Context: an optimization exercise on an open-source flow, tuned for small area and a short achievable clock period. The choices shown serve that exercise and are no tape-out recipe.
Where RTL was checked, it was by simulation tests only, not by an equivalence proof against the original.
No functional check of the RTL was part of runs 3 and 4.
Power is estimated from default activity; no workload was simulated.

--- flow/flow/run.sh ---
#!/bin/bash
export BUFFER_PORTS_ARGS="-buffer_cell sky130_fd_sc_hd__buf_1"
bash standard.sh > standard.log 2>&1
--- flow/standard.sh ---
#!/bin/bash
# synth_recipe.tcl (not shown) runs the flow's synth.tcl, then flattens the netlist and writes it again
# the make line also repeats each setting of config.mk as NAME=value (left out here)
make -C /OpenROAD-flow-scripts/flow DESIGN_CONFIG=/design/flow/config.mk WORK_HOME=/design/flow/orfs CLKGATE_MAP_FILE= SYNTH_SCRIPT=/design/flow/synth_recipe.tcl "${@:-finish}"
--- flow/config.mk ---
export PLATFORM = sky130hd
export DESIGN_NAME = bumpy_core
export DESIGN_NICKNAME = bumpy_core
export VERILOG_FILES = /design/flow/design.v
export SDC_FILE = /design/flow/constraint.sdc
export NUM_CORES = 4
export LEC_CHECK = 0
export CAP_MARGIN = 20
export CORE_MARGIN = 2
export CORE_UTILIZATION = 45
export SETUP_SLACK_MARGIN = 2.5
export SLEW_MARGIN = 20
--- flow/design.v ---
`default_nettype none
package geom_pkg;
	localparam int FIXED_SHIFT = 6;
	localparam int TILE_PX = 64;
	localparam int BUMPY_PX = 16;
	localparam int GRID_COLS = 10;
	localparam int GRID_ROWS = 8;
	typedef logic signed [31:0] fixed_t;
	typedef logic signed [10:0] pixel_t;
	typedef logic [3:0] tile_idx_t;
	typedef struct packed {
		tile_idx_t col;
		tile_idx_t row;
	} tile_coord_t;
	typedef logic [1:0] tile_kind_t;
	localparam tile_kind_t TILE_FREE = 2'd0;
	localparam tile_kind_t TILE_STEP = 2'd1;
	localparam tile_kind_t TILE_TELEPORT = 2'd2;
	localparam tile_kind_t TILE_BORDER = 2'd3;
	typedef tile_kind_t [GRID_COLS*GRID_ROWS-1:0] tile_map_t;
	typedef logic [3:0] edge_code_t;
	localparam edge_code_t EDGE_NONE = 4'b0000;
	localparam edge_code_t EDGE_BOTTOM = 4'b0001;
	localparam edge_code_t EDGE_RIGHT = 4'b0010;
	localparam edge_code_t EDGE_TOP = 4'b0100;
	localparam edge_code_t EDGE_LEFT = 4'b1000;
endpackage
`default_nettype wire
`default_nettype none
package motion_pkg;
	typedef enum logic [2:0] {
		S_RESET,
		S_IDLE,
		S_LEFT,
		S_RIGHT,
		S_DOWN,
		S_UP,
		S_DIE
	} move_state_e;
	typedef struct packed {
		logic left;
		logic right;
		logic up;
		logic down;
	} keys_t;
	typedef struct packed {
		logic step;
		logic free;
		logic border;
		logic teleport;
		logic [3:0] hit_edge;
	} collision_t;
endpackage
`default_nettype wire
`timescale 1ns/100ps
`default_nettype none
module bumpy_core (
	input wire logic clk,
	input wire logic resetN,
	input wire logic start_of_frame,
	input wire motion_pkg::keys_t keys,
	input wire logic die,
	input wire logic restart,
	input wire geom_pkg::tile_map_t tile_map,
	input wire geom_pkg::tile_coord_t teleport_target,
	output geom_pkg::pixel_t offset_x,
	output geom_pkg::pixel_t offset_y,
	output motion_pkg::move_state_e state
);
	function automatic logic [31:0] pre_and(input logic [31:0] x);
		logic [31:0] p;
		p = x;
		for (int l = 0; l < 5; l++)
			for (int i = 0; i < 32; i++)
				if (((i >> l) & 1) != 0)
					p[i] = p[i] & p[((i >> l) << l) - 1];
		pre_and = {p[30:0], 1'b1};
	endfunction
	localparam logic [2:0] S_RESET = 3'd0;
	localparam logic [2:0] S_IDLE = 3'd1;
	localparam logic [2:0] S_LEFT = 3'd2;
	localparam logic [2:0] S_RIGHT = 3'd3;
	localparam logic [2:0] S_DOWN = 3'd4;
	localparam logic [2:0] S_UP = 3'd5;
	localparam logic [2:0] S_DIE = 3'd6;
	localparam logic [28:0] RST_PX = 29'd192;    
	localparam logic [30:0] RST_PY = 31'd8960;   
	localparam logic [30:0] LIM_Y = 31'd1376;
	logic [2:0] st;
	logic [2:0] cc;
	logic sxn, sxp, syn, syp, sx_nz;
	logic [28:0] px;    
	logic [30:0] py;    
	logic [28:0] jx;    
	logic [30:0] jyl;   
	assign state = motion_pkg::move_state_e'(st);
	assign offset_x = px[13:3];
	assign offset_y = py[15:5];
	logic c_step, c_tele, c_free, c_bl, c_br;
	assign c_step = cc[0] & cc[1];
	assign c_tele = cc[0] & cc[2];
	assign c_free = cc[0] & ~cc[1] & ~cc[2];
	assign c_bl = ~cc[0] & cc[2];
	assign c_br = ~cc[0] & cc[1];
	logic [2:0] st_n;
	always_comb begin
		st_n = st;
		if (die)
			st_n = S_DIE;
		else if (st == S_RESET)
			st_n = S_IDLE;
		else if (st == S_DIE) begin
			if (restart)
				st_n = S_RESET;
		end
		else if (keys.up)
			st_n = c_free ? S_UP : S_IDLE;
		else if (keys.down)
			st_n = S_DOWN;
		else if (keys.left)
			st_n = S_LEFT;
		else if (keys.right)
			st_n = S_RIGHT;
		else
			st_n = S_IDLE;
	end
	logic dir_r;
	always_ff @(posedge clk or negedge resetN) begin
		if (!resetN) begin
			st <= S_RESET;
			dir_r <= 1'b0;
		end
		else if (start_of_frame) begin
			st <= st_n;
			dir_r <= st_n[0];
		end
	end
	logic [159:0] tm;
	assign tm = tile_map;
	logic signed [19:0] cx, cy;
	logic [5:0] mx, my;
	assign cx = px[28:9];
	assign mx = px[8:3];
	assign cy = py[30:11];
	assign my = py[10:5];
	logic inc_f, dec_l, inc_r, inc_rf, inc_rs;
	assign inc_f = (mx >= 6'd56);
	assign dec_l = (mx == 6'd0);
	assign inc_r = (mx >= 6'd48);
	assign inc_rf = (my >= 6'd48);
	assign inc_rs = (my >= 6'd56);
	logic [3:0] cf4, cl4, cr4;
	logic [2:0] rf3, rs3;
	assign cf4 = cx[3:0] + {3'd0, inc_f};
	assign cl4 = cx[3:0] - {3'd0, dec_l};
	assign cr4 = cx[3:0] + {3'd0, inc_r};
	assign rf3 = cy[2:0] + {2'd0, inc_rf};
	assign rs3 = cy[2:0] + {2'd0, inc_rs};
	logic cx_in, cx_m1, cx_10, cy_in, cy_m1;
	logic in_cf, in_cl, in_cr, in_rf, in_rs;
	assign cx_in = (cx[19:4] == 16'd0) && (cx[3:0] <= 4'd9);
	assign cx_m1 = (cx == -20'sd1);
	assign cx_10 = (cx == 20'sd10);
	assign cy_in = (cy[19:3] == 17'd0);
	assign cy_m1 = (cy == -20'sd1);
	assign in_cf = (cx_in && !(cx[3:0] == 4'd9 && inc_f)) || (cx_m1 && inc_f);
	assign in_cl = (cx_in && !(cx[3:0] == 4'd0 && dec_l)) || (cx_10 && dec_l);
	assign in_cr = (cx_in && !(cx[3:0] == 4'd9 && inc_r)) || (cx_m1 && inc_r);
	assign in_rf = (cy_in && !(cy[2:0] == 3'd7 && inc_rf)) || (cy_m1 && inc_rf);
	assign in_rs = (cy_in && !(cy[2:0] == 3'd7 && inc_rs)) || (cy_m1 && inc_rs);
	function automatic logic m8(input logic [7:0] d, input logic [2:0] s);
		m8 = s[2] ? (s[1] ? (s[0] ? d[7] : d[6]) : (s[0] ? d[5] : d[4]))
		          : (s[1] ? (s[0] ? d[3] : d[2]) : (s[0] ? d[1] : d[0]));
	endfunction
	function automatic logic m10(input logic [9:0] d, input logic [3:0] s);
		m10 = s[3] ? (s[0] ? d[9] : d[8]) :
		      s[2] ? (s[1] ? (s[0] ? d[7] : d[6]) : (s[0] ? d[5] : d[4]))
		           : (s[1] ? (s[0] ? d[3] : d[2]) : (s[0] ? d[1] : d[0]));
	endfunction
	logic [19:0] rowf;
	logic [9:0] bs, f0, f1;
	always_comb begin
		for (int i = 0; i < 20; i++) begin
			logic [7:0] d;
			for (int r = 0; r < 8; r++) d[r] = tm[r * 20 + i];
			rowf[i] = m8(d, rf3);
		end
		for (int c = 0; c < 10; c++) begin
			logic [7:0] d;
			for (int r = 0; r < 8; r++) d[r] = tm[r * 20 + 2 * c] & tm[r * 20 + 2 * c + 1];
			bs[c] = m8(d, rs3);
			f0[c] = rowf[2 * c];
			f1[c] = rowf[2 * c + 1];
		end
	end
	logic [1:0] kfs;
	logic lbs, rbs;
	assign kfs = {m10(f1, cf4), m10(f0, cf4)};
	assign lbs = m10(bs, cl4);
	assign rbs = m10(bs, cr4);
	logic [1:0] kf;
	logic lb, rb;
	assign kf = kfs | {2{~(in_cf & in_rf)}};
	assign lb = lbs | ~(in_cl & in_rs);
	assign rb = rbs | ~(in_cr & in_rs);
	logic [2:0] cc_n;
	assign cc_n = (kf != 2'd3) ? {kf, 1'b1} : {lb, ~lb & rb, 1'b0};
	always_ff @(posedge clk or negedge resetN) begin
		if (!resetN)
			cc <= 3'b000;
		else
			cc <= cc_n;
	end
	logic lt_y;
	assign lt_y = signed'(py) < signed'(jyl);
	logic signed [10:0] qx;
	always_comb begin
		case ({dir_r, sx_nz})
			2'b00: qx = 11'sd513;
			2'b01: qx = 11'sd498;
			2'b10: qx = -11'sd512;
			default: qx = -11'sd497;
		endcase
	end
	logic [30:0] ax, bx, cx3, sx3, kx3, zx;
	assign ax = {px[28], px[28], px};
	assign bx = ~{jx[28], jx[28], jx};
	assign cx3 = {{20{qx[10]}}, qx};
	assign sx3 = ax ^ bx ^ cx3;
	assign kx3 = {(ax[29:0] & bx[29:0]) | (ax[29:0] & cx3[29:0]) | (bx[29:0] & cx3[29:0]), 1'b0};
	assign zx = sx3 + kx3;
	logic [28:0] ux;
	logic wrap_l, wrap_r, lt_l, gt_r;
	assign ux = {~jx[28], jx[27:0]};
	assign wrap_l = (ux[28:10] == 19'd0) && (sx_nz ? (ux[9:0] < 10'd497) : (ux[9:0] < 10'd512));
	assign wrap_r = (ux[28:10] == 19'h7ffff) && (sx_nz ? (~ux[9:0] < 10'd497) : (~ux[9:0] < 10'd512));
	assign lt_l = wrap_l ? ~(~zx[30] & zx[29]) : zx[30];
	assign gt_r = wrap_r ? ~(zx[30] & ~zx[29]) : ~zx[30];
	always_ff @(posedge clk or negedge resetN) begin
		if (!resetN) begin
			syn <= 1'b0;
			syp <= 1'b0;
		end
		else begin
			case (st)
				S_IDLE, S_LEFT, S_RIGHT: begin
					if (c_step && !syn) begin
						syn <= 1'b1;
						syp <= 1'b0;
					end
					else if (lt_y && !syp) begin
						syn <= 1'b0;
						syp <= 1'b1;
					end
				end
				S_DOWN: begin
					syn <= 1'b0;
					syp <= 1'b1;
				end
				S_UP: begin
					syn <= 1'b1;
					syp <= 1'b0;
				end
				default: begin
					syn <= 1'b0;
					syp <= 1'b0;
				end
			endcase
		end
	end
	logic sxn_n, sxp_n;
	assign sxn_n = (st == S_LEFT) && !(lt_l && !sxp);
	assign sxp_n = (st == S_RIGHT) && !(gt_r && !sxn);
	always_ff @(posedge clk or negedge resetN) begin
		if (!resetN) begin
			sxn <= 1'b0;
			sxp <= 1'b0;
			sx_nz <= 1'b0;
		end
		else begin
			sxn <= sxn_n;
			sxp <= sxp_n;
			sx_nz <= sxn_n | sxp_n;
		end
	end
	logic jump;
	assign jump = c_step || (st == S_UP && c_free);
	logic [3:0] jlp, jlm;
	logic [28:0] jpush;
	assign jlp = {1'b0, px[8:6]} + 4'd5;
	assign jlm = {1'b0, px[8:6]} - 4'd5;
	logic [31:0] jp1, jp0;
	assign jp1 = pre_and({12'hfff, px[28:9]});
	assign jp0 = pre_and({12'hfff, ~px[28:9]});
	always_comb begin
		jpush[5:0] = px[5:0];
		jpush[8:6] = c_br ? jlp[2:0] : jlm[2:0];
		for (int i = 9; i < 29; i++)
			jpush[i] = px[i] ^ (c_br ? jlp[3] & jp1[i - 9] : jlm[3] & jp0[i - 9]);
	end
	always_ff @(posedge clk or negedge resetN) begin
		if (!resetN)
			jx <= '0;
		else if (jump)
			jx <= px;
		else if (c_bl || c_br)
			jx <= jpush;
	end
	logic [6:0] jyb;
	logic [30:0] jyn;
	assign jyb = {1'b0, py[10:5]} - 7'd43;
	logic [31:0] jy0;
	assign jy0 = pre_and({12'hfff, ~py[30:11]});
	always_comb begin
		jyn[4:0] = py[4:0];
		jyn[10:5] = jyb[5:0];
		for (int i = 11; i < 31; i++)
			jyn[i] = py[i] ^ (jyb[6] & jy0[i - 11]);
	end
	always_ff @(posedge clk or negedge resetN) begin
		if (!resetN)
			jyl <= -LIM_Y;
		else if (jump)
			jyl <= jyn;
	end
	logic [28:0] tx;
	logic [31:0] tl1, tl0, tu1, tu0;
	assign tl1 = pre_and({28'hfffffff, px[3:0]});
	assign tl0 = pre_and({28'hfffffff, ~px[3:0]});
	assign tu1 = pre_and({7'h7f, px[28:4]});
	assign tu0 = pre_and({7'h7f, ~px[28:4]});
	always_comb begin
		for (int i = 0; i < 4; i++)
			tx[i] = sxp ? tl0[i] : tl1[i];
		for (int i = 4; i < 29; i++)
			tx[i] = sxp ? ~tl0[4] & tu1[i - 4] : ~tl1[4] & tu0[i - 4];
	end
	logic [30:0] ty;
	logic [7:0] lyp, lym;
	assign lyp = {1'b0, py[6:0]} + 8'd75;
	assign lym = {1'b0, py[6:0]} - 8'd75;
	logic [31:0] ty1, ty0;
	assign ty1 = pre_and({8'hff, py[30:7]});
	assign ty0 = pre_and({8'hff, ~py[30:7]});
	always_comb begin
		ty[6:0] = (syp ? lyp[6:0] : lym[6:0]) ^ py[6:0];
		for (int i = 7; i < 31; i++)
			ty[i] = syp ? lyp[7] & ty1[i - 7] : lym[7] & ty0[i - 7];
	end
	always_ff @(posedge clk or negedge resetN) begin
		if (!resetN) begin
			px <= RST_PX;
			py <= RST_PY;
		end
		else if (c_tele) begin
			px <= {16'd0, teleport_target.col, 9'd192};
			py <= {16'd0, teleport_target.row, 11'd768};
		end
		else if (start_of_frame) begin
			px <= px ^ ({29{sxn | sxp}} & tx);
			py <= py ^ ({31{syn | syp}} & ty);
		end
	end
endmodule
`default_nettype wire
--- flow/constraint.sdc ---
create_clock -name core_clock -period 6.0 [get_ports {clk}]
set_input_delay 1.2000 -clock core_clock [delete_from_list [all_inputs] [get_ports {clk}]]
set_output_delay 1.2000 -clock core_clock [all_outputs]
set_load 0.01 [all_outputs]
==> reports/metrics.cfg, run 1 <==
[worst_setup_path]
end_kind=flip-flop
critPathKind=flip-flop to flip-flop
worstPathRequired_ns=6.35
path_cells=ha_4, or2_4, buf_4, a21oi_2, o21ai_1, ha_1, a21oi_2, o221a_2, o211ai_1, buf_4, nor2_1, a311o_1, o21ai_1, nand4_1, o22ai_1
slowest_stage=dfrtp_2
r2r_start=st[0]$_DFFE_PN0P_
r2r_end=sx_nz$_DFF_PN0_
slowest_delay_ns=0.52
r2r_setup_slack_ns=2.65
critical_path.max_fanout=8
cp-start-kind=flip-flop
r2r_cells=15
cp.arrival_ns=3.70

[timing]
drv_slew=0
fmax_mhz=298
rsz0062_at_grt=no
skew_ns=0.0159
fin_crit_sh_pct=55.9
fin_setup_tns_ns=0
worst_slack_ns=2.65
setup_violations=0
final-hold-violation-count=0
fin_crit_ns=3.35
tightest_slew_ns=0.896
max_slew_margin_pct=39.9
holdWs_ns=0.474

[placement]
dp_hpwl_mm=29.6
detailedPlace.worstSlack_ns=2.06
gp_congestion=0.986
port_buffers=201
dpl-instance-area_um2=14000

[finish]
diodes=0
final_area_um2=15000
areaGrowthSynthToFinish_pct=13.8
mostFrequentLayoutCell=buf_1
fin_nets=2015
drive_above_1_share_pct=11.7
final_cell_mix=buf_1, nand2_1, o21ai_0
fillers=2809

[synthesis]
yosys.area.top_type=dfrtp_1
synth_top_area_share_pct=19.5
synthDistinctLibCells=80
ys.flop_type=dfrtp_1
synth_seq_area_share_pct=25.1
syn_nets=1876
synth_area_um2=13200
syn_inst=1588
async_reset_ff_share_pct=100
synth.avg_cell_area_um2=8.32
synth_edf_count=0
ys_ff_latch=131
synth_area_leaders=dfrtp_1, ha_1, mux4_2
ys_warn_count=1

[worst_hold_path]
hold_depth=2
holdCritPathClass=flip-flop to flip-flop
hold_start=jyl[28]$_DFFE_PN1N_
hold_path_end=jyl[28]$_DFFE_PN1N_

[global_routing]
grt.total_usage_pct=25.3
antenna_found_initial=0
overflow=0
grt_max_degree=67
grt_pass1_vias=11681
grt_pass1_wl_mm=62.2

[die]
rows=62
die_y_um=175
fp.dieW_um=175
initial_utilization_pct=45.9
num_io_pins=202
core_area_um2=28800
die-area_um2=30800

[routing]
num_vias=12344
first_pass_iters=6
drtIter0Drc=974
ant_nets=0
wirelength_mm=39.4
drc=0
wire_per_inst_um=18.5
routed_via_density=5.81

[power_and_ir_drop]
vdd_drop_max_uv=302
finalPower_w=0.00778
p_per_area_nw_per_um2=517
power.leakage_nw=5.90

[clock_tree]
hold_buffers=0
clock-sinks=131
htree_levels=4
insertion_delay_ns=0.43
clkTransAtPathRegs_ns=0.06
cts_tree=built
cts_buffers=17
clockRootBuffer=clkbuf_16
clk_path_buf_depth=2

[run]
maxCapViolCount=0

[status]
outcome=no timing/DRC/antenna violations

## report_power, final
part	internal (W)	leakage (nW)	switching [W]
registers	0.00120	1.62	0.000572
logic	0.00239	4.00	0.00254
clock network	0.000660	0.283	0.000414
## flip-flops by register name, summed over array words and instances, names as in the netlist
signal	cells
cc	3
jx	29
jyl	31
px	29
py	31
st	3
sx_nz	1
sxn	1
sxp	1
syn	1
syp	1
## synthesized netlist by cell type (all sizes together), types with 12 or more instances
| library cell | number |
|---|---|
| nand2 | 175 |
| o21ai | 155 |
| nor2 | 144 |
| a21oi | 110 |
| ha | 110 |
| dfrtp | 103 |
| inv | 92 |
| xnor2 | 87 |
| clkbuf | 73 |
| mux4 | 62 |
| nand3 | 53 |
| xor2 | 52 |
| buf | 46 |
| nor3 | 36 |
| dfstp | 28 |
| nand4 | 28 |
| o211ai | 24 |
| or3 | 24 |
| nor4 | 17 |
| a21o | 12 |
## repair_timing
item,4_1_cts,5_1_grt
setup buffers,4,19
cloned,1,2
gates resized for setup,11,33
endpoints found under the setup margin,6,6
pin swaps,2,8
## cell type report
class / count / area (um^2) / area share, %
clock buffers: 21 / 450 / 2.99
clock inverters: 10 / 134 / 0.890
inverters: 92 / 349 / 2.32
multi-input cells: 1248 / 9220 / 61.3
flip-flops and latches: 131 / 3320 / 22.0
well taps: 384 / 480 / 3.19
repair buffers: 237 / 1090 / 7.28
## how the worst max path moves through the flow
stage                     cells after the start              end               from  slack, ns
final                                        15  sx_nz$_DFF_PN0_  st[0]$_DFFE_PN0P_       2.65
after global routing                         13  cc[1]$_DFF_PN0_  py[9]$_DFFE_PN1P_       2.48
after CTS                                    14  sx_nz$_DFF_PN0_    sx_nz$_DFF_PN0_       2.52
after detailed placement                     10  cc[1]$_DFF_PN0_  py[9]$_DFFE_PN1P_       2.06
after global placement                       10  cc[2]$_DFF_PN0_  py[9]$_DFFE_PN1P_       2.13
after floorplan                              16  sx_nz$_DFF_PN0_    sx_nz$_DFF_PN0_       2.51
## per-stage QoR
stage                     util, %  instances
after floorplan                 -       1588
after global placement       48.7       2066
after detailed placement     48.7       2066
after CTS                    51.2       2102
after global routing         52.3       2123
final                        52.3       2123
## critical path: cells and delay by family, from the launching register on
kind | cells | cell delay [ns]
AOI/OAI and AO/OA | 8 | 1.41
adders and majority gates | 2 | 0.54
buffers and inverters | 2 | 0.34
DFF | 1 | 0.52
and+or+nand+nor | 3 | 0.47
## kinds of logic (layout without fill, tap and decap cells)
| logic type | Yosys count | count (layout) | synth area share [%] |
|---|---|---|---|
| AO/OA/AOI/OAI | 381 | 381 | 17.1 |
| buffers and inverters | 211 | 360 | 6.87 |
| multiplexers | 79 | 79 | 12.0 |
| AND/OR/NAND/NOR | 536 | 537 | 19.0 |
| adder cells (fa/ha/maj) | 111 | 111 | 10.6 |
| flip-flops | 131 | 131 | 25.1 |
| XOR/XNOR | 139 | 140 | 9.35 |
## routing by layer
metal / wire (um) / GRT usage [%] / part of all wire, %
met1: 17200 / 34.1 / 44
met5: 0 / 0 / 0
met2: 18400 / 40.9 / 47
met3: 2560 / 5.04 / 6.5
met4: 1150 / 8.13 / 2.9
==> run 2: changes to the inputs <==
--- a/flow/config.mk
+++ b/flow/config.mk
@@ -8,5 +8,6 @@
 export CAP_MARGIN = 20
 export CORE_MARGIN = 2
-export CORE_UTILIZATION = 45
+export CORE_UTILIZATION = 50
+export CTS_BUF_LIST = sky130_fd_sc_hd__clkbuf_8
 export SETUP_SLACK_MARGIN = 2.5
 export SLEW_MARGIN = 20
==> run 2 against run 1 <==
Effect of this change: still clean; power is 4.5% lower; first-iteration DRC count is 16% lower; register-to-register slack worse by 0.02 ns; combinational power is 2% lower; clock skew is 0.0071 ns higher; synthesized cell count stayed put; cell area is 2.4% lower; flip-flop and latch count stayed put; sequential share of layout area is 0.54 points higher; largest power group unchanged; highest routed layer unchanged.
==> reports/metrics.cfg, run 2 <==
[finish]
multiInputGateArea_um2=9150  ; -0.76%
mostFrequentLayoutCell=buf_1
areaGrowthSynthToFinish_pct=11.1
fillers=2490  ; -11%
final_cell_mix=buf_1, nand2_1, o21ai_0
reg_top3=jyl: 31 flops, py: 31 flops
drive_above_1_share_pct=10.8  ; -0.83 points
seq_area_um2=3320  ; unchanged
fin_nets=2008  ; -0.35%

[worst_setup_path]
cp-start-kind=flip-flop
worstPathRequired_ns=6.35  ; about the same
end_kind=flip-flop
critPathKind=flip-flop to flip-flop
critical_path.max_fanout=16  ; +8
cp.arrival_ns=3.72  ; +0.02 ns
path_cells=nand2_1, inv_1, ha_4, buf_16, mux4_2, mux4_2, mux4_2, nor2_1, o21ai_1, and2_1
slowest_stage=dfstp_2
slowest_delay_ns=0.61  ; +0.09 ns
crit_path_frequent_cell=mux4_2

[clock_tree]
cts_tree=built
hold_buffers=0  ; unchanged
htree_levels=4  ; unchanged
clock-sinks=131  ; unchanged
clockRootBuffer=clkbuf_8
clkTransAtPathRegs_ns=0.08  ; +0.02 ns
cts_buffers=17  ; unchanged
insertion_delay_ns=0.47  ; +0.04 ns
clk_path_buf_depth=2  ; unchanged

[synthesis]
synth_common_cells=nand2_1, o21ai_0, nor2_1
syn_nets=1876  ; unchanged
synthDistinctLibCells=80  ; unchanged
yosys.area.top_type=dfrtp_1
syn_inst=1588  ; unchanged
ys_ff_latch=131  ; unchanged
synth_top_area_share_pct=19.5  ; unchanged
async_reset_ff_share_pct=100  ; unchanged
synth_area_um2=13200  ; unchanged
synth.avg_cell_area_um2=8.32  ; unchanged
synth.most_common_cell=nand2_1
ys.flop_type=dfrtp_1
synth_area_leaders=dfrtp_1, ha_1, mux4_2
synth_edf_count=0  ; unchanged
synth_seq_area_share_pct=25.1  ; unchanged
ys_warn_count=1  ; unchanged

[timing]
fin_setup_tns_ns=0  ; unchanged
max_slew_margin_pct=37.5  ; -2.4 points
holdWs_ns=0.478  ; +0.00317 ns
fin_crit_ns=3.37  ; +0.0165 ns
fmax_mhz=297  ; -0.49%
final-hold-violation-count=0  ; unchanged
drv_slew=0  ; unchanged
rsz0062_at_grt=yes
fin_crit_sh_pct=56.2  ; +0.27 points
setup_violations=0  ; unchanged
skew_ns=0.0230  ; +0.00713 ns
tightest_slew_ns=0.938  ; +0.0423 ns

[die]
core_area_um2=26000  ; -9.7%
die_y_um=167  ; -5.0%
rows=59  ; -4.8%
die-area_um2=27700  ; -9.8%
fp.dieW_um=167  ; -5.0%
initial_utilization_pct=50.9  ; +4.9 points
num_io_pins=202  ; unchanged

[global_routing]
overflow=0  ; unchanged
antenna_found_initial=1  ; +1
grt_max_degree=68  ; +1.5%
grt_pass1_vias=11913  ; +2.0%
grt.total_usage_pct=28.0  ; +2.7 points
grt_pass1_wl_mm=63.0  ; +1.3%

[routing]
first_pass_iters=5  ; -1
drc=0  ; unchanged
num_vias=12334  ; -0.081%
routed_via_density=5.96  ; +2.5%
ant_nets=0  ; unchanged
wirelength_mm=39.5  ; +0.44%
wire_per_inst_um=19.1  ; +3.1%
drtIter0Drc=822  ; -16%

[placement]
gp_congestion=0.922  ; -6.5%
dp_hpwl_mm=29.6  ; about the same
port_buffers=201  ; unchanged

[power_and_ir_drop]
p_per_area_nw_per_um2=506  ; -2.2%
vdd_drop_max_uv=295  ; -2.5%
power.leakage_nw=5.80  ; -1.7%

[worst_hold_path]
holdCritPathClass=flip-flop to flip-flop

[status]
outcome=no timing/DRC/antenna violations

[run]
maxCapViolCount=0  ; unchanged

==> run 2: cell counts after synthesis <==
No cell type changed its count.
==> run 2: worst paths after layout <==
path                                     startpoint             endpoint  slack (ns)  cells after the start
worst max-delay path              py[9]$_DFFE_PN1P_      cc[2]$_DFF_PN0_        2.63                     10
worst min-delay path            jyl[26]$_DFFE_PN1N_  jyl[26]$_DFFE_PN1N_        0.48                      2
worst max register to register    py[9]$_DFFE_PN1P_      cc[2]$_DFF_PN0_        2.63                     10
worst min register to register  jyl[26]$_DFFE_PN1N_  jyl[26]$_DFFE_PN1N_        0.48                      2
max in group asynchronous                    resetN  jyl[11]$_DFFE_PN1N_        4.08                      2
min in group asynchronous                    resetN   px[21]$_DFFE_PN0P_        0.84                      1
==> run 2: what timing repair did <==
action,CTS,global route
endpoints found under the hold margin,0,0
cloned,1,2
resized for setup,11,13
pin swaps,0,5
endpoints found under the setup margin,6,5
buffers inserted,2,14
==> run 2: logic make-up after synthesis <==
kind of cell	Yosys count	synth area share, %
AOI/OAI and AO/OA	381	17.1
muxes	79	12.0
xor gates and xnor gates	139	9.35
DFF	131	25.1
and+or+nand+nor	536	19.0
adders and majority gates	111	10.6
buffers and inverters	211	6.87
==> run 2: report_power, final <==
part / internal [W] / switching [W]
sequential: 0.00120 / 0.000576
clock: 0.000416 / 0.000412
combinational: 0.00233 / 0.00249
==> run 2: critical path, delay by kind of cell (launching register included) <==
kind	cells	cell delay, ns
flops	1	0.61
simple gates	3	0.39
compound gates	1	0.10
mux	3	1.46
buf+inv	2	0.33
fa+ha+maj	1	0.35
==> run 2: per-stage QoR <==
step	cell area (um^2)	utilization, %	total power, W	setup slack, ns	cells
final	14700	56.5	0.00743	2.63	2069
after global routing	14700	56.5	0.00810	2.43	2068
after CTS	14500	55.7	0.00729	2.54	2052
after detailed placement	14000	53.7	0.00637	2.17	2017
after global placement	14000	53.7	0.00628	2.29	2017
after floorplan	13200	-	0.00537	2.51	1588
==> run 2: routing by layer <==
| layer | up-vias | part of all wire [%] | track usage, % |
|---|---|---|---|
| met2 | 402 | 48 | 47.5 |
| met1 | 5939 | 44 | 37.0 |
| met4 | 0 | 2.2 | 7.31 |
| li1 | 5921 | - | - |
| met5 | - | 0 | 0 |
| met3 | 72 | 6.0 | 5.18 |
==> run 2: final cells by class <==
class	count	area share [%]
sequential	131	22.6
clock inverter	15	1.24
tap	335	2.85
timing repair buffer	230	7.07
antenna	1	0.0170
multi-input combinational	1248	62.3
inverter	92	2.35
clock buffer	17	1.59
==> run 3: changes to the inputs <==
--- a/flow/design.v
+++ b/flow/design.v
@@ -133,5 +133,5 @@
 		else if (start_of_frame) begin
 			st <= st_n;
-			dir_r <= st_n[0];
+			dir_r <= (st_n == S_RIGHT);
 		end
 	end
==> run 3 against run 2 <==
Effect of this change: clock skew shrank 0.0042 ns; final cell count grew 1.1%; wire length shrank 2.6%; non-clock buffer count grew 17; combinational power shrank 8.5%; critical path depth shrank 1; core utilization grew 0.35 points; die area shrank 0.90%; global-route usage shrank 0.20 points; register-to-register slack lost 0.08 ns; synthesized area shrank 0.93%; worst hold slack lost 0.0089 ns; critical path type unchanged; largest power group unchanged.
==> reports/metrics.cfg, run 3 <==
[synthesis]
ys_ff_latch=132  ; +0.76%
async_reset_ff_share_pct=100  ; unchanged
synth_edf_count=0  ; unchanged
synth.avg_cell_area_um2=8.21  ; -1.4%
syn_nets=1883  ; +0.37%
synth_common_cells=o21ai_0, nand2_1, nor2_1
syn_inst=1595  ; +0.44%
yosys.area.top_type=dfrtp_1
ys.flop_type=dfrtp_1
synthDistinctLibCells=68  ; -15%
synth_seq_area_share_pct=25.5  ; +0.43 points
synth.most_common_cell=o21ai_0
synth_area_um2=13100  ; -0.93%
synth_area_leaders=dfrtp_1, ha_1, mux4_2
synth_top_area_share_pct=19.9  ; +0.37 points
ys_warn_count=1  ; unchanged

[worst_setup_path]
r2r_start=py[9]$_DFFE_PN1P_
critical_path.max_fanout=27  ; +11
critPathKind=flip-flop to flip-flop
r2r_setup_slack_ns=2.55  ; -0.08 ns
r2r_end=cc[1]$_DFF_PN0_
crit_path_frequent_cell=ha_4
slowest_delay_ns=0.74  ; +0.13 ns
path_cells=and2_1, ha_4, ha_4, buf_8, mux4_2, a2111oi_1, nor4b_1, or3_4, a21o_1
cp.arrival_ns=3.78  ; +0.06 ns
r2r_cells=9  ; -1
worstPathRequired_ns=6.34  ; about the same
end_kind=flip-flop
slowest_stage=a2111oi_1
cp-start-kind=flip-flop

[power_and_ir_drop]
p_per_area_nw_per_um2=468  ; -7.4%
finalPower_w=0.00690  ; -7.1%
power.leakage_nw=5.90  ; +1.8%
vdd_drop_max_uv=308  ; +4.6%

[timing]
fin_setup_tns_ns=0  ; unchanged
fmax_mhz=290  ; -2.2%
final-hold-violation-count=0  ; unchanged
worst_slack_ns=2.55  ; -0.0755 ns
drv_slew=0  ; unchanged
fin_crit_ns=3.45  ; +0.0755 ns
tightest_slew_ns=0.908  ; -0.0305 ns
setup_violations=0  ; unchanged
holdWs_ns=0.469  ; -0.00892 ns
fin_crit_sh_pct=57.4  ; +1.3 points
rsz0062_at_grt=yes
skew_ns=0.0188  ; -0.00419 ns
max_slew_margin_pct=39.5  ; +2.0 points

[finish]
mostFrequentLayoutCell=buf_1
seq_area_um2=3340  ; +0.79%
drive_above_1_share_pct=12.4  ; +1.5 points
areaGrowthSynthToFinish_pct=12.5
diodes=0  ; -1
final_cell_mix=buf_1, o21ai_0, nand2_1
stdcell_count=2092  ; +1.1%
fillers=2408  ; -3.3%
multiInputGateArea_um2=9050  ; -1.1%
reg_top3=jyl: 31 flops, py: 31 flops
fin_nets=2032  ; +1.2%

[die]
fp.dieW_um=166  ; -0.45%
die-area_um2=27500  ; -0.90%
core_area_um2=25900  ; -0.28%
die_y_um=166  ; -0.45%
rows=59  ; unchanged
num_io_pins=202  ; unchanged
initial_utilization_pct=50.5  ; -0.33 points

[routing]
routed_via_density=5.90  ; -1.0%
wire_per_inst_um=18.4  ; -3.6%
drtIter0Drc=661  ; -20%
ant_nets=0  ; unchanged
wirelength_mm=38.5  ; -2.6%
first_pass_iters=5  ; unchanged
drc=0  ; unchanged
num_vias=12344  ; +0.081%

[worst_hold_path]
hold_depth=2  ; unchanged
hold_start=jyl[29]$_DFFE_PN1N_
hold_path_end=jyl[29]$_DFFE_PN1N_
holdCritPathClass=flip-flop to flip-flop

[global_routing]
grt_pass1_vias=12120  ; +1.7%
antenna_found_initial=0  ; -1
grt_max_degree=81  ; +19%
grt.total_usage_pct=27.8  ; -0.20 points
overflow=0  ; unchanged
grt_pass1_wl_mm=62.4  ; -0.95%

[placement]
post-place-cells=2027  ; +0.50%
dp_hpwl_mm=28.5  ; -3.6%
port_buffers=201  ; unchanged
gp_congestion=0.929  ; +0.77%
detailedPlace.worstSlack_ns=1.88  ; -0.296 ns

[status]
outcome=no timing/DRC/antenna violations

[clock_tree]
clock-sinks=132  ; +0.76%
clkTransAtPathRegs_ns=0.09  ; about the same
htree_levels=4  ; unchanged
insertion_delay_ns=0.46  ; about the same
cts_buffers=17  ; unchanged
clockRootBuffer=clkbuf_8
clk_path_buf_depth=2  ; unchanged
cts_tree=built

[run]
maxCapViolCount=0  ; unchanged

## run 3: changes by cell type after synthesis, moves of 9 or more
cell | before | now
mux4_2 | 58 | 47
xnor2_1 | 87 | 78
nand3_1 | 53 | 77
o21ai_0 | 150 | 166
nor2_1 | 144 | 132
nand2_1 | 175 | 147
a21o_1 | 12 | 21
o211ai_1 | 24 | 6
o22ai_1 | 11 | 20
## run 3: report_power, final
group / total, W / internal, W / switching, W
Combinational: 0.00441 / 0.00213 / 0.00228
Sequential: 0.00162 / 0.00111 / 0.000512
Clock: 0.000871 / 0.000438 / 0.000433
## run 3: cell families (layout without fill, tap and decap cells)
group	count (synthesis)	in the layout	share of synthesized area (%)
buf+inv	206	365	6.90
simple gates	551	554	20.4
xor+xnor	131	131	8.91
fa+ha+maj	112	112	10.7
compound gates	392	392	17.1
mux	71	71	10.5
flops	132	132	25.5
## run 3: metal layers
metal	part of all wire, %	GRT usage (%)	vias up
met4	2.4	8.96	0
met1	43	36.7	5910
li1	-	-	5993
met3	5.3	4.12	70
met5	0	0	-
met2	49	47.2	371
## run 3: cell type report
type                            count  area share [%]
Sequential cell                   132            22.7
Clock inverter                     14            1.30
Inverter                           86            2.19
Timing Repair Buffer              247            7.86
Clock buffer                       18            1.68
Tap cell                          335            2.84
Multi-Input combinational cell   1260            61.4
## run 3: through the flow
step / instance area (um^2) / util (%)
final: 14700 / 56.9
after global routing: 14700 / 56.9
after CTS: 14500 / 55.9
after detailed placement: 13800 / 53.4
after global placement: 13800 / 53.4
after floorplan: 13100 / -
## run 3: worst max path at each step
stage / start / depth (start not counted) / to
floorplan: sx_nz$_DFF_PN0_ / 17 / sx_nz$_DFF_PN0_
global placement: sx_nz$_DFF_PN0_ / 13 / sx_nz$_DFF_PN0_
detailed placement: sx_nz$_DFF_PN0_ / 13 / sx_nz$_DFF_PN0_
CTS: sx_nz$_DFF_PN0_ / 16 / sx_nz$_DFF_PN0_
global route: py[8]$_DFFE_PN1P_ / 11 / cc[1]$_DFF_PN0_
finish: py[9]$_DFFE_PN1P_ / 9 / cc[1]$_DFF_PN0_
## run 3: critical path: cells and delay by family, from the launching register on
| kind | cells | cell delay, ns |
|---|---|---|
| adder cells (fa/ha/maj) | 2 | 0.39 |
| AO/OA/AOI/OAI | 2 | 0.91 |
| AND/OR/NAND/NOR | 3 | 0.75 |
| buffers and inverters | 1 | 0.25 |
| flip-flops | 1 | 0.67 |
| multiplexers | 1 | 0.34 |
## run 3: timing repair
action / in CTS / in global routing
pin swaps: 4 / 21
gates resized for setup: 23 / 22
buffers inserted: 9 / 21
endpoints found under the setup margin: 6 / 4
hold buffers: 0 / 0
cloned: 2 / 1
==> run 4: changes to the inputs <==
--- a/flow/design.v
+++ b/flow/design.v
@@ -125,5 +125,7 @@
 			st_n = S_IDLE;
 	end
-	logic dir_r;
+	logic dir_r, dir_n;
+	logic q9, q84, q32, q0;
+	assign dir_n = start_of_frame ? st_n[0] : dir_r;
 	always_ff @(posedge clk or negedge resetN) begin
 		if (!resetN) begin
@@ -133,5 +135,5 @@
 		else if (start_of_frame) begin
 			st <= st_n;
-			dir_r <= (st_n == S_RIGHT);
+			dir_r <= st_n[0];
 		end
 	end
@@ -215,12 +217,5 @@
 	assign lt_y = signed'(py) < signed'(jyl);
 	logic signed [10:0] qx;
-	always_comb begin
-		case ({dir_r, sx_nz})
-			2'b00: qx = 11'sd513;
-			2'b01: qx = 11'sd498;
-			2'b10: qx = -11'sd512;
-			default: qx = -11'sd497;
-		endcase
-	end
+	assign qx = {dir_r, q9, {5{q84}}, {2{q32}}, sx_nz, q0};
 	logic [30:0] ax, bx, cx3, sx3, kx3, zx;
 	assign ax = {px[28], px[28], px};
@@ -277,4 +272,8 @@
 			sxp <= 1'b0;
 			sx_nz <= 1'b0;
+			q9 <= 1'b1;
+			q84 <= 1'b0;
+			q32 <= 1'b0;
+			q0 <= 1'b1;
 		end
 		else begin
@@ -282,4 +281,8 @@
 			sxp <= sxp_n;
 			sx_nz <= sxn_n | sxp_n;
+			q9 <= dir_n | ~(sxn_n | sxp_n);
+			q84 <= ~dir_n & (sxn_n | sxp_n);
+			q32 <= dir_n & (sxn_n | sxp_n);
+			q0 <= ~(dir_n ^ (sxn_n | sxp_n));
 		end
 	end
--- a/flow/config.mk
+++ b/flow/config.mk
@@ -8,6 +8,5 @@
 export CAP_MARGIN = 20
 export CORE_MARGIN = 2
-export CORE_UTILIZATION = 50
-export CTS_BUF_LIST = sky130_fd_sc_hd__clkbuf_8
+export CORE_UTILIZATION = 45
 export SETUP_SLACK_MARGIN = 2.5
 export SLEW_MARGIN = 20
==> run 4 against run 3 <==
Effect of this change: clock skew is 0.0072 ns lower; synthesized cell count is 2.9% lower; synthesized area fell by 0.29%; cell area increased by 3.8%; final cell count is 1.7% higher; core utilization is 3.4 points lower; combinational power fell by 18%; die area increased by 11%; largest power group unchanged; highest routed layer unchanged.
==> reports/metrics.cfg, run 4 <==
[placement]
port_buffers=201  ; unchanged
dp_hpwl_mm=29.6  ; +3.9%
dpl-instance-area_um2=14000  ; +1.2%
post-place-cells=2042  ; +0.74%
gp_congestion=0.999  ; +7.6%

[routing]
first_pass_iters=5  ; unchanged
wirelength_mm=39.4  ; +2.3%
drc=0  ; unchanged
wire_per_inst_um=18.5  ; +0.58%
ant_nets=0  ; unchanged
routed_via_density=5.69  ; -3.5%
num_vias=12117  ; -1.8%
drtIter0Drc=817  ; +24%

[finish]
fin_nets=2016  ; -0.79%
fillers=2698  ; +12%
reg_top3=jyl: 31 flops, py: 31 flops
final_area_um2=15300  ; +3.8%
stdcell_count=2128  ; +1.7%
drive_above_1_share_pct=14.6  ; +2.3 points
areaGrowthSynthToFinish_pct=17.2
mostFrequentLayoutCell=buf_1
final_cell_mix=buf_1, nand2_1, nor2_1

[worst_setup_path]
cp.arrival_ns=4.05  ; +0.27 ns
end_kind=flip-flop
crit_path_frequent_cell=a221o_1
worstPathRequired_ns=6.37  ; +0.03 ns
critPathKind=flip-flop to flip-flop
slowest_stage=dfstp_2
slowest_delay_ns=0.55  ; -0.19 ns
path_cells=inv_4, fa_1, inv_2, ha_4, and3_4, a221o_1, a21o_1, a221o_1, a221oi_2, xor2_1, nor4b_4, o22ai_2, ha_1
critical_path.max_fanout=4  ; -85%
cp-start-kind=flip-flop

[timing]
fin_crit_ns=3.68  ; +0.231 ns
max_slew_margin_pct=38.2  ; -1.3 points
skew_ns=0.0116  ; -0.00724 ns
rsz0062_at_grt=yes
setup_violations=0  ; unchanged
fin_crit_sh_pct=61.3  ; +3.9 points
final-hold-violation-count=0  ; unchanged
fmax_mhz=272  ; -6.3%
tightest_slew_ns=0.927  ; +0.0191 ns
holdWs_ns=0.476  ; +0.00779 ns
fin_setup_tns_ns=0  ; unchanged
drv_slew=0  ; unchanged

[clock_tree]
cts_buffers=17  ; unchanged
htree_levels=4  ; unchanged
clk_path_buf_depth=2  ; unchanged
clockRootBuffer=clkbuf_16
clock-sinks=136  ; +3.0%
insertion_delay_ns=0.44  ; -0.02 ns
cts_tree=built
clkTransAtPathRegs_ns=0.06  ; -0.03 ns
hold_buffers=0  ; unchanged

[worst_hold_path]
holdCritPathClass=flip-flop to flip-flop

[die]
num_io_pins=202  ; unchanged
initial_utilization_pct=45.6  ; -4.9 points
rows=62  ; +5.1%
die-area_um2=30400  ; +11%
die_y_um=174  ; +5.1%
fp.dieW_um=174  ; +5.1%
core_area_um2=28600  ; +10%

[synthesis]
ys_ff_latch=136  ; +3.0%
async_reset_ff_share_pct=100  ; unchanged
synth_area_um2=13100  ; -0.29%
yosys.area.top_type=dfrtp_1
synth.most_common_cell=nand2_1
syn_nets=1834  ; -2.6%
synth.avg_cell_area_um2=8.43  ; +2.7%
synth_seq_area_share_pct=26.4  ; +0.86 points
syn_inst=1548  ; -2.9%
synthDistinctLibCells=70  ; +2.9%
synth_top_area_share_pct=20.3  ; +0.44 points
ys_warn_count=1  ; unchanged
ys.flop_type=dfrtp_1
synth_area_leaders=dfrtp_1, mux4_2, ha_1
synth_edf_count=0  ; unchanged
synth_common_cells=nand2_1, inv_1, nor2_1

[global_routing]
grt_pass1_vias=11966  ; -1.3%
grt_max_degree=69  ; -15%
grt_pass1_wl_mm=63.8  ; +2.2%
grt.total_usage_pct=26.3  ; -1.5 points
overflow=0  ; unchanged
antenna_found_initial=1  ; +1

[power_and_ir_drop]
finalPower_w=0.00608  ; -12%
p_per_area_nw_per_um2=397  ; -15%
vdd_drop_max_uv=329  ; +6.6%
power.leakage_nw=6.14  ; +4.1%

[status]
outcome=no timing/DRC/antenna violations

[run]
maxCapViolCount=0  ; unchanged

[run 4: changes by cell type after synthesis, moves of 7 or more]
cell / previous run / this run
inv_1: 86 / 139
o21ai_0: 166 / 118
a21oi_1: 111 / 76
nand2_1: 147 / 181
xor2_1: 52 / 20
ha_1: 110 / 81
fa_1: 1 / 28
mux4_2: 47 / 64
nand3_1: 77 / 60
o211ai_1: 6 / 20
a21o_1: 21 / 29
nor3_1: 38 / 46
buf_2: 11 / 4
o22ai_1: 20 / 13
[run 4: kinds of logic (layout without fill, tap and decap cells)]
group           after synthesis  after routing  synth area share [%]
simple gates                554            554                  19.7
mux                          78             78                  12.1
compound gates              323            323                  14.9
xor+xnor                    103            104                  7.11
flops                       136            136                  26.4
other cells                   0              1                     0
buf+inv                     245            439                  7.72
fa+ha+maj                   109            109                  12.1
[run 4: metal layers]
metal	track usage, %	vias to the layer above	wire length [um]
li1	-	5795	-
met1	35.8	5853	17400
met2	43.0	406	18700
met3	4.86	63	2410
met4	7.53	0	892
met5	0	-	0
[run 4: area by class of cell]
cell class / instances / area [um^2] / share of cell area, %
Tap cell: 384 / 480 / 3.14
Clock inverter: 14 / 115 / 0.752
Antenna cell: 1 / 2.50 / 0.0164
Clock buffer: 18 / 439 / 2.87
Inverter: 140 / 541 / 3.53
Multi-Input combinational cell: 1168 / 8890 / 58.1
Sequential cell: 136 / 3450 / 22.6
Timing Repair Buffer: 267 / 1390 / 9.05
[run 4: worst paths after layout]
check                                          from             endpoint  slack (ns)  depth (start not counted)
worst min register to register  jyl[19]$_DFFE_PN1N_  jyl[19]$_DFFE_PN1N_        0.48                          2
min in group asynchronous                    resetN   jx[20]$_DFFE_PN0P_        0.72                          1
worst max-delay path              px[7]$_DFFE_PN1P_         q0$_DFF_PN1_        2.32                         13
max in group asynchronous                    resetN   px[13]$_DFFE_PN0P_        4.02                          3
worst max register to register    px[7]$_DFFE_PN1P_         q0$_DFF_PN1_        2.32                         13
worst min-delay path            jyl[19]$_DFFE_PN1N_  jyl[19]$_DFFE_PN1N_        0.48                          2
[run 4: what timing repair did]
item / CTS / global route
pin swaps: 11 / 14
buffers inserted: 32 / 19
endpoints found under the setup margin: 10 / 15
resized for setup: 19 / 29
cloned: 1 / 0
[run 4: stage by stage]
step | util [%] | setup WS, ns
floorplan | - | 2.35
global placement | 49.0 | 1.79
detailed placement | 49.0 | 1.71
CTS | 52.5 | 2.37
global route | 53.5 | 2.14
finish | 53.5 | 2.32
[run 4: critical path, delay by kind of cell (launching register included)]
family,cells,cell delay [ns]
AOI/OAI and AO/OA,5,1.25
xor gates and xnor gates,1,0.23
adders and majority gates,3,1.04
buffers and inverters,2,0.09
DFF,1,0.55
and+or+nand+nor,2,0.45
[run 4: report_power, final]
part	switching [W]	internal (W)	leakage (nW)
combinational	0.00175	0.00188	4.27
clock	0.000477	0.000548	0.258
sequential	0.000327	0.00111	1.62
total	0.00255	0.00353	6.14
==> run 5: changes to the inputs <==
--- a/flow/design.v
+++ b/flow/design.v
@@ -89,5 +89,7 @@
 	logic [2:0] st;
 	logic [2:0] cc;
-	logic sxn, sxp, syn, syp, sx_nz;
+	logic sxn, syn, syp, sx_nz;    
+	logic sxp;
+	assign sxp = sx_nz & ~sxn;
 	logic [28:0] px;    
 	logic [30:0] py;    
@@ -125,7 +127,5 @@
 			st_n = S_IDLE;
 	end
-	logic dir_r, dir_n;
-	logic q9, q84, q32, q0;
-	assign dir_n = start_of_frame ? st_n[0] : dir_r;
+	logic dir_r;
 	always_ff @(posedge clk or negedge resetN) begin
 		if (!resetN) begin
@@ -217,5 +217,12 @@
 	assign lt_y = signed'(py) < signed'(jyl);
 	logic signed [10:0] qx;
-	assign qx = {dir_r, q9, {5{q84}}, {2{q32}}, sx_nz, q0};
+	always_comb begin
+		case ({dir_r, sx_nz})
+			2'b00: qx = 11'sd513;
+			2'b01: qx = 11'sd498;
+			2'b10: qx = -11'sd512;
+			default: qx = -11'sd497;
+		endcase
+	end
 	logic [30:0] ax, bx, cx3, sx3, kx3, zx;
 	assign ax = {px[28], px[28], px};
@@ -270,19 +277,9 @@
 		if (!resetN) begin
 			sxn <= 1'b0;
-			sxp <= 1'b0;
 			sx_nz <= 1'b0;
-			q9 <= 1'b1;
-			q84 <= 1'b0;
-			q32 <= 1'b0;
-			q0 <= 1'b1;
 		end
 		else begin
 			sxn <= sxn_n;
-			sxp <= sxp_n;
 			sx_nz <= sxn_n | sxp_n;
-			q9 <= dir_n | ~(sxn_n | sxp_n);
-			q84 <= ~dir_n & (sxn_n | sxp_n);
-			q32 <= dir_n & (sxn_n | sxp_n);
-			q0 <= ~(dir_n ^ (sxn_n | sxp_n));
 		end
 	end
@@ -335,7 +332,7 @@
 	always_comb begin
 		for (int i = 0; i < 4; i++)
-			tx[i] = sxp ? tl0[i] : tl1[i];
+			tx[i] = ~sxn ? tl0[i] : tl1[i];
 		for (int i = 4; i < 29; i++)
-			tx[i] = sxp ? ~tl0[4] & tu1[i - 4] : ~tl1[4] & tu0[i - 4];
+			tx[i] = ~sxn ? ~tl0[4] & tu1[i - 4] : ~tl1[4] & tu0[i - 4];
 	end
 	logic [30:0] ty;
@@ -361,5 +358,5 @@
 		end
 		else if (start_of_frame) begin
-			px <= px ^ ({29{sxn | sxp}} & tx);
+			px <= px ^ ({29{sx_nz}} & tx);
 			py <= py ^ ({31{syn | syp}} & ty);
 		end
--- a/flow/config.mk
+++ b/flow/config.mk
@@ -8,5 +8,6 @@
 export CAP_MARGIN = 20
 export CORE_MARGIN = 2
-export CORE_UTILIZATION = 45
-export SETUP_SLACK_MARGIN = 2.5
+export CORE_UTILIZATION = 55
+export CTS_BUF_LIST = sky130_fd_sc_hd__clkbuf_8
+export SETUP_SLACK_MARGIN = 2.7
 export SLEW_MARGIN = 20
==> run 5 against run 4 <==
Effect of this change: combinational power rose by 29%; final cell count is 0.56% lower; clock skew increased by 0.013 ns; sequential power is 7% higher; sequential share of layout area decreased by 0.54 points; worst hold slack lost 0.0083 ns; critical endpoint is now sx_nz$_DFF_PN0_; largest cell class unchanged; highest routed layer unchanged.
==> reports/metrics.cfg, run 5 <==
[placement]
detailedPlace.worstSlack_ns=2.08  ; +0.363 ns
dp_hpwl_mm=29.6  ; +0.12%
gp_congestion=0.973  ; -2.6%
port_buffers=201  ; unchanged

[power_and_ir_drop]
pwr-share-comb_pct=67.4  ; +7.8 points
power_switching_w=0.00332  ; +30%
finalPower_w=0.00695  ; +14%
p_per_area_nw_per_um2=464  ; +17%
clkPwrFrac_pct=10.5  ; -6.4 points
vdd_drop_max_uv=269  ; -18%
power_frac_seq_pct=22.1  ; -1.4 points
sw_frac_of_total_pct=47.8  ; +5.9 points
power.internal_w=0.00363  ; +2.6%
power.leakage_nw=6.01  ; -2.2%

[clock_tree]
cts_buffers=17  ; unchanged
clkTransAtPathRegs_ns=0.09  ; +0.03 ns
clockRootBuffer=clkbuf_8
clk_path_buf_depth=2  ; unchanged
clock-sinks=130  ; -4.4%
htree_levels=4  ; unchanged
cts_tree=built
insertion_delay_ns=0.46  ; +0.02 ns

[timing]
rsz0062_at_grt=yes
fmax_mhz=302  ; +11%
worst_slack_ns=2.69  ; +0.371 ns
final-hold-violation-count=0  ; unchanged
skew_ns=0.0247  ; +0.0131 ns
fin_crit_ns=3.31  ; -0.371 ns
fin_crit_sh_pct=55.1  ; -6.2 points
tightest_slew_ns=1.00  ; +0.0760 ns
setup_violations=0  ; unchanged
fin_setup_tns_ns=0  ; unchanged
max_slew_margin_pct=32.5  ; -5.7 points
drv_slew=0  ; unchanged

[finish]
drive_above_1_share_pct=14.5  ; -0.090 points
final_cell_mix=buf_1, o21ai_0, nand2_1
fin_nets=2070  ; +2.7%
reg_top3=jyl: 31 flops, py: 31 flops
mostFrequentLayoutCell=buf_1
areaGrowthSynthToFinish_pct=14.6

[routing]
first_pass_iters=6  ; +1
wire_per_inst_um=19.1  ; +3.1%
ant_nets=0  ; unchanged
drtIter0Drc=887  ; +8.6%
routed_via_density=6.00  ; +5.4%
wirelength_mm=40.4  ; +2.6%
num_vias=12699  ; +4.8%
drc=0  ; unchanged

[synthesis]
synthDistinctLibCells=64  ; -8.6%
syn_inst=1617  ; +4.5%
synth.avg_cell_area_um2=8.08  ; -4.2%
ys_ff_latch=130  ; -4.4%
synth_top_area_share_pct=19.5  ; -0.77 points
synth_area_um2=13100  ; about the same
ys_warn_count=1  ; unchanged
synth_edf_count=0  ; unchanged
syn_nets=1905  ; +3.9%
synth_common_cells=o21ai_0, nand2_1, nor2_1
synth_area_leaders=dfrtp_1, ha_1, mux4_2
synth_seq_area_share_pct=25.2  ; -1.2 points
synth.most_common_cell=o21ai_0
yosys.area.top_type=dfrtp_1
async_reset_ff_share_pct=100  ; unchanged
ys.flop_type=dfrtp_1

[global_routing]
antenna_found_initial=2  ; +1
grt_max_degree=81  ; +17%
overflow=0  ; unchanged
grt.total_usage_pct=32.3  ; +6.0 points
grt_pass1_vias=12136  ; +1.4%
grt_pass1_wl_mm=63.1  ; -1.1%

[worst_setup_path]
slowest_stage=dfrtp_2
crit_buf_inv=2  ; unchanged
worstPathRequired_ns=6.36  ; about the same
cp_top_family=compound AO/OA/AOI/OAI gates
slowest_delay_ns=0.51  ; -0.04 ns
cp-start-kind=flip-flop
critical_path.max_fanout=6  ; +2
critPathKind=flip-flop to flip-flop
crit_path_frequent_cell=a21o_1
path_cells=clkinvlp_4, ha_4, inv_1, fa_1, ha_1, a21o_1, a21o_1, a21oi_2, o21a_1, a21oi_4, a211oi_2, o21ai_2, a2111o_1, o22ai_1
cp.arrival_ns=3.67  ; -0.38 ns
end_kind=flip-flop

[run]
maxCapViolCount=0  ; unchanged

[die]
rows=56  ; -9.7%
die-area_um2=25000  ; -18%
die_y_um=158  ; -9.3%
fp.dieW_um=158  ; -9.3%
num_io_pins=202  ; unchanged
initial_utilization_pct=55.8  ; +10 points
core_area_um2=23400  ; -18%

[worst_hold_path]
holdCritPathClass=flip-flop to flip-flop

[status]
outcome=no timing/DRC/antenna violations

==> run 5: cell types whose count changed after synthesis, sizes merged, moves of 12 or more <==
| cell | before | now |
|---|---|---|
| nand3 | 60 | 75 |
| a21oi | 76 | 131 |
| nand2 | 181 | 151 |
| inv | 139 | 92 |
| o211ai | 20 | 4 |
| mux4 | 64 | 52 |
| xor2 | 22 | 48 |
| o21ai | 121 | 169 |
| ha | 81 | 110 |
| fa | 28 | 1 |
==> run 5: through the flow <==
step | cells | util, % | hold slack [ns] | area [um^2]
6_report | 2116 | 64.0 | 0.468 | 15000
5_1_grt | 2115 | 64.0 | 0.482 | 15000
4_1_cts | 2091 | 62.2 | 0.472 | 14600
3_5_place_dp | 2032 | 59.1 | 0.459 | 13800
3_3_place_gp | 2032 | 59.1 | 0.450 | 13800
2_1_floorplan | 1617 | - | 0.442 | 13100
==> run 5: worst paths after layout <==
kind	startpoint	to	slack, ns	cells past startpoint
setup / recovery	st[0]$_DFFE_PN0P_	sx_nz$_DFF_PN0_	2.69	14
hold / removal	jyl[30]$_DFFE_PN1N_	jyl[30]$_DFFE_PN1N_	0.47	2
setup reg to reg	st[0]$_DFFE_PN0P_	sx_nz$_DFF_PN0_	2.69	14
hold reg to reg	jyl[30]$_DFFE_PN1N_	jyl[30]$_DFFE_PN1N_	0.47	2
max in group asynchronous	resetN	jyl[22]$_DFFE_PN1N_	4.01	2
min in group asynchronous	resetN	px[3]$_DFFE_PN0P_	0.90	1
==> run 5: area by class of cell <==
cell class,instances,area (um^2)
inverters,92,349
multi-input cells,1275,9240
fillers,2080,8430
clock inverters,14,119
repair buffers,266,1310
flip-flops and latches,130,3300
well taps,319,399
diodes,2,5.00
clock buffers,18,248
==> run 5: per-layer routing <==
metal | GRT usage, % | vias to the layer above | wire length [um]
met5 | 0 | - | 0
met4 | 14.0 | 0 | 1690
met3 | 5.09 | 102 | 2170
met2 | 55.5 | 438 | 19700
met1 | 40.3 | 6047 | 16900
li1 | - | 6112 | -
==> run 5: logic make-up after synthesis <==
logic type	after synthesis	synth area share, %
mux	69	10.3
simple gates	553	20.2
buf+inv	213	6.90
compound gates	419	18.5
xor+xnor	122	8.24
flops	130	25.2
fa+ha+maj	111	10.7
==> run 5: power groups by stage <==
stage	Clock, W	Combinational (W)	Sequential (W)
floorplan	0	0.00335	0.00131
global placement	0	0.00391	0.00155
detailed placement	0	0.00396	0.00157
CTS	0.000743	0.00423	0.00153
global route	0.000785	0.00512	0.00159
finish	0.000733	0.00468	0.00153
==> run 5: worst register-to-register path: cells and delay by family (launching register included) <==
family | cells | cell delay [ns]
AOI/OAI and AO/OA | 9 | 1.53
adders and majority gates | 3 | 0.85
buffers and inverters | 2 | 0.33
DFF | 1 | 0.51
==> run 5: repair_timing <==
action | 4_1_cts | 5_1_grt
pin swaps | 13 | 30
cloned | 1 | 0
buffers inserted | 26 | 23
hold buffers | 0 | 0
setup endpoints to repair | 9 | 11
gates resized for setup | 30 | 54
==> run 6: changes to the inputs <==
--- a/flow/config.mk
+++ b/flow/config.mk
@@ -8,6 +8,6 @@
 export CAP_MARGIN = 20
 export CORE_MARGIN = 2
-export CORE_UTILIZATION = 55
+export CORE_UTILIZATION = 50
 export CTS_BUF_LIST = sky130_fd_sc_hd__clkbuf_8
-export SETUP_SLACK_MARGIN = 2.7
+export SETUP_SLACK_MARGIN = 2.6
 export SLEW_MARGIN = 20
==> run 6 against run 5 <==
Effect of this change: still clean on timing, DRC and antenna; setup slack improved by 0.0040 ns; die area rose by 9.7%; clock skew fell by 0.00083 ns; worst hold slack got worse by 0.0010 ns; register-to-register slack barely moved; synthesized area did not move; sequential power barely moved; cell area fell by 1.2%; flip-flop and latch count did not move; maximum frequency rose by 0.12%; largest cell class unchanged.
==> reports/metrics.cfg, run 6 <==
[synthesis]
syn_inst=1617  ; unchanged
async_reset_ff_share_pct=100  ; unchanged
synth.avg_cell_area_um2=8.08  ; unchanged
ys.flop_type=dfrtp_1
yosys.area.top_type=dfrtp_1
syn_nets=1905  ; unchanged
synth_top_area_share_pct=19.5  ; unchanged
synthDistinctLibCells=64  ; unchanged
synth_area_um2=13100  ; unchanged
synth.most_common_cell=o21ai_0
synth_common_cells=o21ai_0, nand2_1, nor2_1
ys_ff_latch=130  ; unchanged
synth_seq_area_share_pct=25.2  ; unchanged
ys_warn_count=1  ; unchanged
synth_edf_count=0  ; unchanged
synth_area_leaders=dfrtp_1, ha_1, mux4_2

[worst_setup_path]
end_kind=flip-flop
critPathKind=flip-flop to flip-flop
cp.arrival_ns=3.66  ; about the same
slowest_stage=dfrtp_2
critical_path.max_fanout=7  ; +1
worstPathRequired_ns=6.36  ; about the same
path_cells=clkinvlp_4, ha_4, inv_4, fa_1, ha_1, a21o_1, a21o_1, a21oi_2, o21a_1, a21oi_1, a211oi_1, o21ai_1, a2111o_1, o22ai_2
cp-start-kind=flip-flop
slowest_delay_ns=0.50  ; about the same
crit_path_frequent_cell=a21o_1

[timing]
rsz0062_at_grt=yes
drv_slew=0  ; unchanged
final-hold-violation-count=0  ; unchanged
fin_setup_tns_ns=0  ; unchanged
skew_ns=0.0239  ; -0.000829 ns
fin_crit_sh_pct=55.0  ; -0.066 points
fin_crit_ns=3.30  ; -0.00398 ns
setup_violations=0  ; unchanged
tightest_slew_ns=0.985  ; -0.0176 ns
worst_slack_ns=2.70  ; +0.00398 ns
fmax_mhz=303  ; +0.12%
max_slew_margin_pct=33.7  ; +1.2 points

[power_and_ir_drop]
power.leakage_nw=5.97  ; -0.65%
p_per_area_nw_per_um2=458  ; -1.4%
finalPower_w=0.00677  ; -2.5%
vdd_drop_max_uv=250  ; -6.9%

[placement]
gp_congestion=0.961  ; -1.2%
detailedPlace.worstSlack_ns=2.10  ; +0.0254 ns
dp_hpwl_mm=29.3  ; -1.1%
port_buffers=201  ; unchanged

[clock_tree]
clock-sinks=130  ; unchanged
clkTransAtPathRegs_ns=0.08  ; about the same
insertion_delay_ns=0.46  ; about the same
cts_buffers=17  ; unchanged
cts_tree=built
clk_path_buf_depth=2  ; unchanged
clockRootBuffer=clkbuf_8
htree_levels=4  ; unchanged
hold_buffers=0  ; unchanged

[routing]
wire_per_inst_um=18.7  ; -2.2%
num_vias=12582  ; -0.92%
drtIter0Drc=820  ; -7.6%
routed_via_density=5.94  ; -1.1%
drc=0  ; unchanged
wirelength_mm=39.6  ; -2.1%
ant_nets=0  ; unchanged
first_pass_iters=5  ; -1

[finish]
drive_above_1_share_pct=12.2  ; -2.4 points
final_cell_mix=buf_1, o21ai_0, nand2_1
reg_top3=jyl: 31 flops, py: 31 flops
fin_nets=2058  ; -0.58%
mostFrequentLayoutCell=buf_1
areaGrowthSynthToFinish_pct=13.3

[global_routing]
antenna_found_initial=2  ; unchanged
overflow=0  ; unchanged
grt_max_degree=58  ; -28%
grt_pass1_vias=12193  ; +0.47%
grt_pass1_wl_mm=63.7  ; +1.0%
grt.total_usage_pct=28.4  ; -3.9 points

[die]
die-area_um2=27400  ; +9.7%
num_io_pins=202  ; unchanged
core_area_um2=25800  ; +10%
rows=59  ; +5.4%
initial_utilization_pct=50.5  ; -5.3 points
fp.dieW_um=166  ; +4.8%
die_y_um=166  ; +4.8%

[run]
maxCapViolCount=0  ; unchanged

[worst_hold_path]
holdCritPathClass=flip-flop to flip-flop

[status]
outcome=no timing/DRC/antenna violations

-- run 6: cell counts after synthesis --
Identical to the previous run, type by type.
-- run 6: power breakdown --
group	switching [W]	leakage (nW)	total [W]	internal (W)
Sequential	0.000466	1.59	0.00156	0.00109
Clock	0.000430	0.223	0.000867	0.000437
Combinational	0.00228	4.15	0.00435	0.00207
-- run 6: layout make-up --
type / count / area, um^2
Fill cell: 2476 / 11000
Multi-Input combinational cell: 1275 / 9070
Sequential cell: 130 / 3290
Timing Repair Buffer: 254 / 1220
Tap cell: 335 / 419
Inverter: 92 / 352
Clock buffer: 18 / 248
Clock inverter: 14 / 188
Antenna cell: 1 / 2.50
-- run 6: stage by stage --
step	std cells	hold WS (ns)	utilization, %	instance area [um^2]
floorplan	1617	0.442	-	13100
global placement	2049	0.449	53.6	13800
detailed placement	2049	0.459	53.6	13800
CTS	2089	0.471	55.9	14500
global route	2119	0.487	57.3	14800
finish	2119	0.467	57.3	14800
-- run 6: worst max-delay path: cells and delay by family, from the launching register on --
family,cells,cell delay (ns)
DFF,1,0.50
buffers and inverters,2,0.33
AOI/OAI and AO/OA,9,1.53
adders and majority gates,3,0.85
-- run 6: routing by layer --
metal | track usage (%) | vias up | wire, um
met1 | 36.7 | 6028 | 16900
li1 | - | 6090 | -
met3 | 4.54 | 66 | 2280
met2 | 49.4 | 396 | 19500
met4 | 7.94 | 2 | 885
met5 | 0 | - | 13
-- run 6: repair_timing --
| item | CTS | global route |
|---|---|---|
| gates resized for setup | 18 | 30 |
| gates cloned | 0 | 2 |
| buffers inserted | 8 | 27 |
| setup endpoints to repair | 5 | 8 |
| pin swaps | 3 | 12 |
-- run 6: final timing paths --
check                                       to                start  slack (ns)  cells after the start
hold / removal             jyl[30]$_DFFE_PN1N_  jyl[30]$_DFFE_PN1N_        0.47                      2
min in group asynchronous    px[2]$_DFFE_PN0P_               resetN        0.82                      1
setup reg to reg               sx_nz$_DFF_PN0_    st[0]$_DFFE_PN0P_        2.70                     14
hold reg to reg            jyl[30]$_DFFE_PN1N_  jyl[30]$_DFFE_PN1N_        0.47                      2
max in group asynchronous    st[0]$_DFFE_PN0P_               resetN        4.05                      2
setup / recovery               sx_nz$_DFF_PN0_    st[0]$_DFFE_PN0P_        2.70                     14
-- run 6: logic make-up after synthesis --
family                   after synthesis  synth area share [%]
adder cells (fa/ha/maj)              111                  10.7
flip-flops                           130                  25.2
AND/OR/NAND/NOR                      553                  20.2
XOR/XNOR                             122                  8.24
AO/OA/AOI/OAI                        419                  18.5
buffers and inverters                213                  6.90
multiplexers                          69                  10.3

-- re-timing with driven ports --
How much do the figures lean on ideal ports? The routed layouts below were timed once more, with nothing changed but the port constraints. Step 1 sets driving cells, clkbuf_16 on the clock port and buf_2 on the other inputs (assumed; they add their load-dependent delay and slew). Step 2 also shifts input and output timing later by t, the mid clock arrival at the registers, as if the neighbouring blocks saw the same clock. a / b / c = no drivers / after step 1 / after step 2; a / b = the first two.
| run | shift t [ns] | slack for setup (ns) | worst setup path at the end | latest minus earliest clock arrival (ns) | pins driven straight from the clock port |
|---|---|---|---|---|---|
| run 1 | 0.474 | 2.646 / 2.646 / 2.595 | input to register | 0.016 / 0.016 | 1 |
| run 2 | 0.508 | 2.629 / 2.629 / 2.370 | input to register | 0.025 / 0.025 | 1 |
| run 3 | 0.495 | 2.554 / 2.554 / 2.541 | input to register | 0.021 / 0.021 | 1 |
| run 4 | 0.488 | 2.322 / 2.322 / 2.282 | input to register | 0.012 / 0.012 | 1 |
| run 5 | 0.492 | 2.694 / 2.694 / 2.351 | input to register | 0.025 / 0.025 | 1 |
| run 6 | 0.497 | 2.698 / 2.698 / 2.369 | input to register | 0.024 / 0.024 | 1 |
After both steps every run listed still meets setup and hold. For run 5, which loses most, drivers alone change the setup slack by 0.000 ns; drivers and shift together by -0.343 ns.
